From an optimization exercise on the open Yosys and OpenROAD flow, aimed at small area and a short achievable clock period; shortcuts taken in it are not production practice. RTL that was checked went through simulation tests only; none was proved equivalent to the original. Power figures rest on the tool's default switching activity, not on a simulated workload.

== lane 1 ==
==> flow/design.v (excerpt) <==
module frame_tx_top (
	input  logic        clk,
	input  logic        rst_n,
	input  logic        start,
	input  logic [47:0]   mac_dst_addr,
	input  logic [47:0]   mac_src_addr,
	input  logic [7:0]  ip_dsf,
	input  logic [15:0]       ip_id,
	input  logic [2:0]  ip_flags,
	input  logic [12:0] ip_frag_offset,
	input  logic [7:0]  ip_ttl,
	input  logic [31:0]    ip_src_addr,
	input  logic [31:0]    ip_dst_addr,
	input  logic [15:0]       tcp_src_port,
	input  logic [15:0]       tcp_dst_port,
	input  logic [31:0]    tcp_seq_num,
	input  logic [31:0]    tcp_ack_num,
	input  logic [5:0]  tcp_flags,
	input  logic [15:0]       tcp_window,
	input  logic [15:0]       tcp_urgent_ptr,
	input  logic [15:0]        payload_len,
	input  logic [15:0]       payload_sum,
	output logic [31:0]       data_out,
	output logic [1:0]         be_out,
	output logic        data_out_rdy,
	input  logic        data_out_rd,
	output logic        sop,
	output logic        eop,
	input  logic [31:0]       data_in,
	output logic        data_in_rd,
	output logic        busy
);
	logic        ctrl_load;
	logic        ctrl_advance;
	logic        ctrl_pop;
	logic [12:0] hdr_sel;
	logic        pay_phase;
	logic [10:0] ip_total;
	logic [15:0] hdr_hi;
	logic [15:0] hdr_lo;
	logic [15:0] carry;
	frame_sequencer u_seq (
		.clk          (clk),
		.rst_n        (rst_n),
		.start        (start),
		.data_out_rd  (data_out_rd),
		.ip_total     (ip_total),
		.ctrl_load    (ctrl_load),
		.ctrl_busy    (busy),
		.ctrl_advance (ctrl_advance),
		.ctrl_pop     (ctrl_pop),
		.hdr_sel      (hdr_sel),
		.pay_phase    (pay_phase),
		.sop          (sop),
		.eop          (eop),
		.data_out_rdy (data_out_rdy),
		.be_out       (be_out)
	);
	assign data_in_rd = ctrl_pop;
	header_builder u_hdr (
		.clk            (clk),
		.ctrl_load      (ctrl_load),
		.ctrl_advance   (ctrl_advance),
		.hdr_sel        (hdr_sel),
		.mac_dst_addr   (mac_dst_addr),
		.mac_src_addr   (mac_src_addr),
		.ip_dsf         (ip_dsf),
		.ip_id          (ip_id),
		.ip_flags       (ip_flags),
		.ip_frag_offset (ip_frag_offset),
		.ip_ttl         (ip_ttl),
		.ip_src_addr    (ip_src_addr),
		.ip_dst_addr    (ip_dst_addr),
		.tcp_src_port   (tcp_src_port),
		.tcp_dst_port   (tcp_dst_port),
		.tcp_seq_num    (tcp_seq_num),
  ...
Settings: LEC_CHECK=0, CAP_MARGIN=20, CORE_MARGIN=2, CORE_UTILIZATION=50, PLACE_DENSITY=0.7, SLEW_MARGIN=20, SYNTH_HIERARCHICAL=1; clock period 10.0 ns.
standard.sh (not shown) runs the stock make flow with config.mk's settings and CLKGATE_MAP_FILE= SYNTH_SCRIPT=/design/flow/synth_recipe.tcl, a recipe that flattens the netlist after the stock synthesis.
==> flow/flow/run.sh <==
#!/bin/bash
set -euo pipefail
export BUFFER_PORTS_ARGS="-buffer_cell sky130_fd_sc_hd__buf_1"
export SETUP_SLACK_MARGIN=5.4
export CTS_ARGS="-sink_clustering_enable -repair_clock_nets -buf_list sky130_fd_sc_hd__clkbuf_16 -sink_clustering_size 25 -sink_clustering_max_diameter 100"
bash standard.sh > standard_flow.log 2>&1
The following lists how lane 2 was set up differently from lane 1:
==> flow/flow/run.sh <==
#!/bin/bash
set -euo pipefail
export BUFFER_PORTS_ARGS="-buffer_cell sky130_fd_sc_hd__buf_1"
export SETUP_SLACK_MARGIN=5.4
export CTS_ARGS="-sink_clustering_enable -repair_clock_nets -buf_list sky130_fd_sc_hd__clkbuf_16 -sink_clustering_size 30 -sink_clustering_max_diameter 120"
bash standard.sh > standard_flow.log 2>&1
[summary]
- Diff lane 2..lane 1 | synthesized instance count | unchanged
- Going from lane 1 to lane 2, share of final layout cell area taken by clock buffers and inverters went down 0.55 points, shortest clock period the worst path allows after layout held, share of power burned in combinational logic went up 0.3 points, area of the mapped netlist held, post-route non-filler standard cell count went down about 0.4%.
- Antenna diode count | lane 2 above lane 1

## run A
frame_tx_top, a different RTL version from the one above (not shown whole).
Size: about 390 flip-flops, ~17,000 µm² of cells after synthesis.
Design frame_tx_top, start of the top module:
module frame_tx_top (
	input  logic        clk,
	input  logic        rst_n,
	input  logic        start,
	input  logic [47:0]   mac_dst_addr,
	input  logic [47:0]   mac_src_addr,
	input  logic [7:0]  ip_dsf,
	input  logic [15:0]       ip_id,
	input  logic [2:0]  ip_flags,
	input  logic [12:0] ip_frag_offset,
	input  logic [7:0]  ip_ttl,
	input  logic [31:0]    ip_src_addr,
	input  logic [31:0]    ip_dst_addr,
	input  logic [15:0]       tcp_src_port,
	input  logic [15:0]       tcp_dst_port,
	input  logic [31:0]    tcp_seq_num,
	input  logic [31:0]    tcp_ack_num,
	input  logic [5:0]  tcp_flags,
	input  logic [15:0]       tcp_window,
	input  logic [15:0]       tcp_urgent_ptr,
	input  logic [15:0]        payload_len,
	input  logic [15:0]       payload_sum,
	output logic [31:0]       data_out,
	output logic [1:0]         be_out,
	output logic        data_out_rdy,
	input  logic        data_out_rd,
	output logic        sop,
	output logic        eop,
  ...
export LEC_CHECK = 0
export CAP_MARGIN = 20
export CORE_MARGIN = 2
export CORE_UTILIZATION = 45
export PLACE_DENSITY = 0.65
export SLEW_MARGIN = 20
export SYNTH_HIERARCHICAL = 1
create_clock -name core_clock -period 10.0 [get_ports {clk}]
==> flow/flow/run.sh <==
#!/bin/bash
set -euo pipefail
export BUFFER_PORTS_ARGS="-buffer_cell sky130_fd_sc_hd__buf_1"
export SETUP_SLACK_MARGIN=5.45
export CTS_ARGS="-sink_clustering_enable -repair_clock_nets -buf_list sky130_fd_sc_hd__clkbuf_16 -sink_clustering_size 25 -sink_clustering_max_diameter 100"
bash standard.sh > standard_flow.log 2>&1
Relative to run A, the following input files were edited for run B:
==> flow/flow/run.sh <==
#!/bin/bash
set -euo pipefail
export BUFFER_PORTS_ARGS="-buffer_cell sky130_fd_sc_hd__buf_1"
export SETUP_SLACK_MARGIN=5.5
export CTS_ARGS="-sink_clustering_enable -repair_clock_nets -buf_list sky130_fd_sc_hd__clkbuf_16 -sink_clustering_size 28 -sink_clustering_max_diameter 110"
bash standard.sh > standard_flow.log 2>&1
### Flow results
The non-clock buffer count in run B sits 3 above the value recorded for run A. Going from run A to run B, post-route minimum period fell by 98 ps; total power rose by 0.55%.
diff inputs: run B => run C
# run B
export LEC_CHECK = 0
export CAP_MARGIN = 20
export CORE_MARGIN = 2
export CORE_UTILIZATION = 45
export PLACE_DENSITY = 0.65
export SLEW_MARGIN = 20
export SYNTH_HIERARCHICAL = 1
create_clock -name core_clock -period 10.0 [get_ports {clk}]
# run C
export LEC_CHECK = 0
export CAP_MARGIN = 20
export CORE_MARGIN = 2
export CORE_UTILIZATION = 50
export PLACE_DENSITY = 0.7
export SLEW_MARGIN = 20
export SYNTH_HIERARCHICAL = 1
export TNS_END_PERCENT = 10
create_clock -name core_clock -period 10.0 [get_ports {clk}]
==> flow/flow/run.sh <==
#!/bin/bash
set -euo pipefail
export BUFFER_PORTS_ARGS="-buffer_cell sky130_fd_sc_hd__buf_1"
export SETUP_SLACK_MARGIN=5.5
export CTS_ARGS="-sink_clustering_enable -repair_clock_nets -buf_list sky130_fd_sc_hd__clkbuf_16 -sink_clustering_size 25 -sink_clustering_max_diameter 100"
bash standard.sh > standard_flow.log 2>&1
Findings:
[compare] base=run B new=run C: global routing usage summed across all routing layers now larger; post-placement setup slack now smaller; number of tapcells now smaller; number of antenna violations at the first check in global routing now smaller; average instance area after synthesis comparable.
Looking at clock skew, run C sits 15 ps higher than run B does.
NOTE design area run B->run C decreased slightly
Inputs modified between run C and run D:
# run C
export LEC_CHECK = 0
export CAP_MARGIN = 20
export CORE_MARGIN = 2
export CORE_UTILIZATION = 50
export PLACE_DENSITY = 0.7
export SLEW_MARGIN = 20
export SYNTH_HIERARCHICAL = 1
export TNS_END_PERCENT = 10
create_clock -name core_clock -period 10.0 [get_ports {clk}]
# run D
export LEC_CHECK = 0
export CAP_MARGIN = 20
export CORE_MARGIN = 2
export CORE_UTILIZATION = 45
export PLACE_DENSITY = 0.65
export SLEW_MARGIN = 20
export SYNTH_HIERARCHICAL = 1
create_clock -name core_clock -period 10.0 [get_ports {clk}]
==> flow/flow/run.sh <==
#!/bin/bash
set -euo pipefail
export BUFFER_PORTS_ARGS="-buffer_cell sky130_fd_sc_hd__buf_1"
export SETUP_SLACK_MARGIN=5.8
export CTS_ARGS="-sink_clustering_enable -repair_clock_nets -buf_list sky130_fd_sc_hd__clkbuf_16 -sink_clustering_size 25 -sink_clustering_max_diameter 100"
bash standard.sh > standard_flow.log 2>&1
Between run C and run D, the sequential standard cell area figures differ only marginally.
Changes observed in run D relative to run C: routing usage on met1 saw a decrease, layout overhead on the synthesized area rose 6.1 points, max-slew headroom at the worst pin went up 0.92 points.
Worst-case clock buffer depth essentially unchanged between run D and run C.
Run C → run D: power roughly the same, number of global-route vias before repair increased 3.4%.
Higher post-cts sizing count was reported by run D, not run C.

Another version of the RTL of frame_tx_top (not shown whole).
Size in the first run: ~1,500 cells after synthesis, about 400 flip-flops, ~450 I/O pins, roughly 19,000 um2 of cells after synthesis.
Design frame_tx_top, start of the top module:
module frame_tx_top (
	input  logic        clk,
	input  logic        rst_n,
	input  logic        start,
	input  logic [47:0]   mac_dst_addr,
	input  logic [47:0]   mac_src_addr,
	input  logic [7:0]  ip_dsf,
	input  logic [15:0]       ip_id,
	input  logic [2:0]  ip_flags,
	input  logic [12:0] ip_frag_offset,
	input  logic [7:0]  ip_ttl,
	input  logic [31:0]    ip_src_addr,
	input  logic [31:0]    ip_dst_addr,
	input  logic [15:0]       tcp_src_port,
	input  logic [15:0]       tcp_dst_port,
	input  logic [31:0]    tcp_seq_num,
	input  logic [31:0]    tcp_ack_num,
	input  logic [5:0]  tcp_flags,
	input  logic [15:0]       tcp_window,
	input  logic [15:0]       tcp_urgent_ptr,
	input  logic [15:0]        payload_len,
	input  logic [15:0]       payload_sum,
	output logic [31:0]       data_out,
	output logic [1:0]         be_out,
	output logic        data_out_rdy,
	input  logic        data_out_rd,
	output logic        sop,
	output logic        eop,
	input  logic [31:0]       data_in,
	output logic        data_in_rd,
	output logic        busy
);
clock: 10.0 ns
lec_check: 0
cap_margin: 20
core_margin: 2
core_utilization: 40
setup_slack_margin: 5
slew_margin: 20
run.sh (not shown) runs the stock make flow with config.mk's settings and CLKGATE_MAP_FILE= SYNTH_SCRIPT=/design/flow/synth_recipe.tcl, a recipe that flattens the netlist after the stock synthesis.
Stock flow here: none of the scripts above is used.
Edit:
SETUP_SLACK_MARGIN = not set   (was 5)
Effect: The changed run ran to the end with no violations; cell area decreases by 13%; worst setup slack degrades by 2.0 ns; sequential cell count does not change; routed wire length decreases by 11%; register-to-register slack degrades by 2.0 ns; die area does not change; count of clock-buffer cells in the layout increases by 3; worst hold slack barely changes; critical path depth decreases by 3; non-clock buffer count decreases by 197.
Edit:
==> flow/flow/run.sh (new file) <==
#!/bin/bash
# Standard layout, with the port buffers made from the smallest buffer cell.
set -euo pipefail
export BUFFER_PORTS_ARGS="-buffer_cell sky130_fd_sc_hd__buf_1"
bash standard.sh > standard_flow.log 2>&1
==> flow/standard.sh (new file) <==
#!/bin/bash
# synth_recipe.tcl (not shown) runs the flow's synth.tcl, then flattens the netlist and writes it again
# the make line also repeats each setting of config.mk as NAME=value (left out here)
make -C /OpenROAD-flow-scripts/flow DESIGN_CONFIG=/design/flow/config.mk WORK_HOME=/design/flow/orfs CLKGATE_MAP_FILE= SYNTH_SCRIPT=/design/flow/synth_recipe.tcl "${@:-finish}"
SETUP_SLACK_MARGIN = 5   (was not set)
removed: flow/run.sh
Die area does not change.
Worst setup slack gains 2.0 ns.
Cell area goes up slightly.
Combinational power went up by a quarter to a third.
Non-clock buffer count is higher by 126.
Worst hold slack gains 0.017 ns.
Routed wire length came out higher by a few percent.
Via count came out higher by a few percent.
Area after synthesis does not change.
Final cell count went up by a few percent.
Critical path depth decreases by 7.
Edit:
==> flow/run.sh (new file) <==
#!/bin/bash
# synth_recipe.tcl (not shown) runs the flow's synth.tcl, then flattens the netlist and writes it again
# the make line also repeats each setting of config.mk as NAME=value (left out here)
make -C /OpenROAD-flow-scripts/flow DESIGN_CONFIG=/design/flow/config.mk WORK_HOME=/design/flow/orfs CLKGATE_MAP_FILE= SYNTH_SCRIPT=/design/flow/synth_recipe.tcl finish
ABC_CLOCK_PERIOD_IN_PS = 4500   (was not set)
removed: flow/flow/run.sh
removed: flow/standard.sh
Critical path depth is higher by 10. Die area is unchanged. Non-clock buffer count is higher by 71. Fmax is lower by 1.2%. Via count is higher by 3.2%. Sequential power barely changes. Cell area is higher by about 15%. Area after synthesis stays the same. Clock skew is lower by 0.013 ns. Hold slack gets worse by 0.015 ns. Wire length is higher by 6.6%.
No run of this note included a check of the RTL's function; only the layout flow was run.

frame_tx_top with an RTL version that a note above also has.
Size: ~1200 cells after synthesis, about 390 flip-flops, ~450 I/O pins, roughly 17000 µm² of cells after synthesis.
clock: 10.0 ns
lec_check: 0
cap_margin: 20
core_margin: 2
core_utilization: 45
place_density: 0.65
slew_margin: 20
synth_hierarchical: 1
standard.sh (not shown) runs the stock make flow with config.mk's settings and CLKGATE_MAP_FILE= SYNTH_SCRIPT=/design/flow/synth_recipe.tcl, a recipe that flattens the netlist after the stock synthesis.
==> flow/flow/run.sh <==
#!/bin/bash
set -euo pipefail
export BUFFER_PORTS_ARGS="-buffer_cell sky130_fd_sc_hd__buf_1"
export SETUP_SLACK_MARGIN=5.6
export CTS_ARGS="-sink_clustering_enable -repair_clock_nets -buf_list sky130_fd_sc_hd__clkbuf_16 -sink_clustering_size 25 -sink_clustering_max_diameter 100"
bash standard.sh > standard_flow.log 2>&1
==> next run, changes <==
==> flow/flow/run.sh (replaced) <==
#!/bin/bash
set -euo pipefail
export BUFFER_PORTS_ARGS="-buffer_cell sky130_fd_sc_hd__buf_1"
export SETUP_SLACK_MARGIN=5.7
export CTS_ARGS="-sink_clustering_enable -repair_clock_nets -buf_list sky130_fd_sc_hd__clkbuf_16 -sink_clustering_size 25 -sink_clustering_max_diameter 100"
bash standard.sh > standard_flow.log 2>&1
After rerunning: The new run completed without violations. Clock-buffer cell count stays the same. Worst setup slack gains 30 ps. Sequential share of layout area goes down by 0.55 points. Final area goes up by 1.0%. Global-route usage hardly moves. Clock power is about the same. Sequential power hardly moves. Clock skew is about the same. Synthesized area stays the same. Power goes up by 0.33%.
==> next run, changes <==
==> flow/flow/run.sh (replaced) <==
#!/bin/bash
set -euo pipefail
export BUFFER_PORTS_ARGS="-buffer_cell sky130_fd_sc_hd__buf_1"
export SETUP_SLACK_MARGIN=5.6
export CTS_ARGS="-sink_clustering_enable -repair_clock_nets -buf_list sky130_fd_sc_hd__clkbuf_16 -sink_clustering_size 25 -sink_clustering_max_diameter 100"
bash standard.sh > standard_flow.log 2>&1
--- a/flow/config.mk
+++ b/flow/config.mk
@@ -8,6 +8,5 @@
 export CAP_MARGIN = 20
 export CORE_MARGIN = 2
-export CORE_UTILIZATION = 45
-export PLACE_DENSITY = 0.65
+export CORE_UTILIZATION = 40
 export SLEW_MARGIN = 20
 export SYNTH_HIERARCHICAL = 1
=> Power increases by about 0.47%. Die area came out higher by 12%. Sequential share of layout area goes up by 0.20 points. Design area decreases by about 0.3%. Via count goes down by about 1.3%. Clock-buffer cell count rises by 1. Routed wire length grows by 1.9%.
==> next run, changes <==
==> flow/flow/run.sh (replaced) <==
#!/bin/bash
set -euo pipefail
export BUFFER_PORTS_ARGS="-buffer_cell sky130_fd_sc_hd__buf_1"
export SETUP_SLACK_MARGIN=5.6
export CTS_ARGS="-sink_clustering_enable -repair_clock_nets -buf_list {sky130_fd_sc_hd__clkbuf_8 sky130_fd_sc_hd__clkbuf_16} -sink_clustering_size 25 -sink_clustering_max_diameter 100"
bash standard.sh > standard_flow.log 2>&1
--- a/flow/config.mk
+++ b/flow/config.mk
@@ -8,5 +8,6 @@
 export CAP_MARGIN = 20
 export CORE_MARGIN = 2
-export CORE_UTILIZATION = 40
+export CORE_UTILIZATION = 45
+export PLACE_DENSITY = 0.65
 export SLEW_MARGIN = 20
 export SYNTH_HIERARCHICAL = 1
Result: Cell area decreases slightly. Routed wire length is lower by a few percent. Area after synthesis does not change. Setup slack barely changes. Fmax stays flat. Via count grows slightly. Final cell count decreases by a few percent. Core utilization grows by 5.3 points. Total power hardly moves. Hold slack is better by 59 ps.
==> next run, changes <==
==> flow/flow/run.sh (replaced) <==
#!/bin/bash
set -euo pipefail
export BUFFER_PORTS_ARGS="-buffer_cell sky130_fd_sc_hd__buf_1"
export SETUP_SLACK_MARGIN=5.5
export CTS_ARGS="-sink_clustering_enable -repair_clock_nets -buf_list sky130_fd_sc_hd__clkbuf_16 -sink_clustering_size 25 -sink_clustering_max_diameter 100"
bash standard.sh > standard_flow.log 2>&1
--- a/flow/config.mk
+++ b/flow/config.mk
@@ -8,6 +8,6 @@
 export CAP_MARGIN = 20
 export CORE_MARGIN = 2
-export CORE_UTILIZATION = 45
-export PLACE_DENSITY = 0.65
+export CORE_UTILIZATION = 50
+export PLACE_DENSITY = 0.7
 export SLEW_MARGIN = 20
 export SYNTH_HIERARCHICAL = 1
Result: Sequential share of layout area grows by 0.53 points. Clock power grows by about 1%. Area after synthesis is unchanged. Cell area shrinks by 0.98%. Final cell count shrinks by 3.1%. Power is about the same. Synthesized cell count stays the same. Routed wire length shrinks by 3.7%. Global-route usage grows by 1.7 points. Worst setup slack got worse by 36 ps. Combinational power shrinks by about 2%.

[port drivers added, routing unchanged]
Ports are ideal in the flow. The routed layouts listed here were re-timed in OpenROAD. Step 1, drivers: a clkbuf_16 drives clk and a buf_2 each remaining input, both assumed. Step 2 also shifts input and output timing later by t, the mid clock arrival at the registers, as if the neighbouring blocks saw the same clock. Three values: ideal ports, drivers, drivers and shift; two values: the first two.
| run | shift t [ns] | slack for setup (ns) | worst setup path after step 2 | worst register clock-pin slew, ns |
|---|---|---|---|---|
| lane 1 | 0.589 | 5.426 / 5.374 / 5.235 | input to register | 0.10 / 0.10 |
| lane 2 | 0.581 | 5.427 / 5.395 / 5.225 | input to register | 0.12 / 0.12 |
| run A | 0.594 | 5.460 / 5.429 / 5.387 | input to register | 0.11 / 0.11 |
| run B | 0.585 | 5.557 / 5.503 / 5.407 | input to register | 0.11 / 0.11 |
| run C | 0.597 | 5.452 / 5.431 / 5.140 | input to register | 0.11 / 0.11 |
| run D | 0.599 | 5.635 / 5.603 / 5.603 | input to output | 0.11 / 0.11 |
| the first run of note 3 | 0.651 | 4.776 / 4.776 / 4.776 | register to register | 0.06 / 0.06 |
| the second run of note 3 | 0.633 | 2.823 / 2.823 / 2.823 | register to register | 0.06 / 0.06 |
| the third run of note 3 | 0.633 | 4.837 / 4.783 / 4.857 | register to register | 0.07 / 0.07 |
| the fourth run of note 3 | 0.651 | 4.776 / 4.776 / 4.776 | register to register | 0.06 / 0.06 |
| the first run of note 4 | 0.592 | 5.606 / 5.579 / 5.368 | input to register | 0.11 / 0.11 |
| the second run of note 4 | 0.595 | 5.637 / 5.603 / 5.603 | input to output | 0.11 / 0.11 |
| the third run of note 4 | 0.603 | 5.609 / 5.577 / 5.410 | input to register | 0.11 / 0.11 |
| the fourth run of note 4 | 0.592 | 5.606 / 5.579 / 5.390 | input to register | 0.11 / 0.11 |
| the fifth run of note 4 | 0.587 | 5.570 / 5.517 / 5.366 | input to register | 0.11 / 0.11 |
After both steps setup and hold are still met in every run listed. The setup slack of run C, which loses most, moves by -0.021 ns with the drivers and by -0.312 ns with both steps.
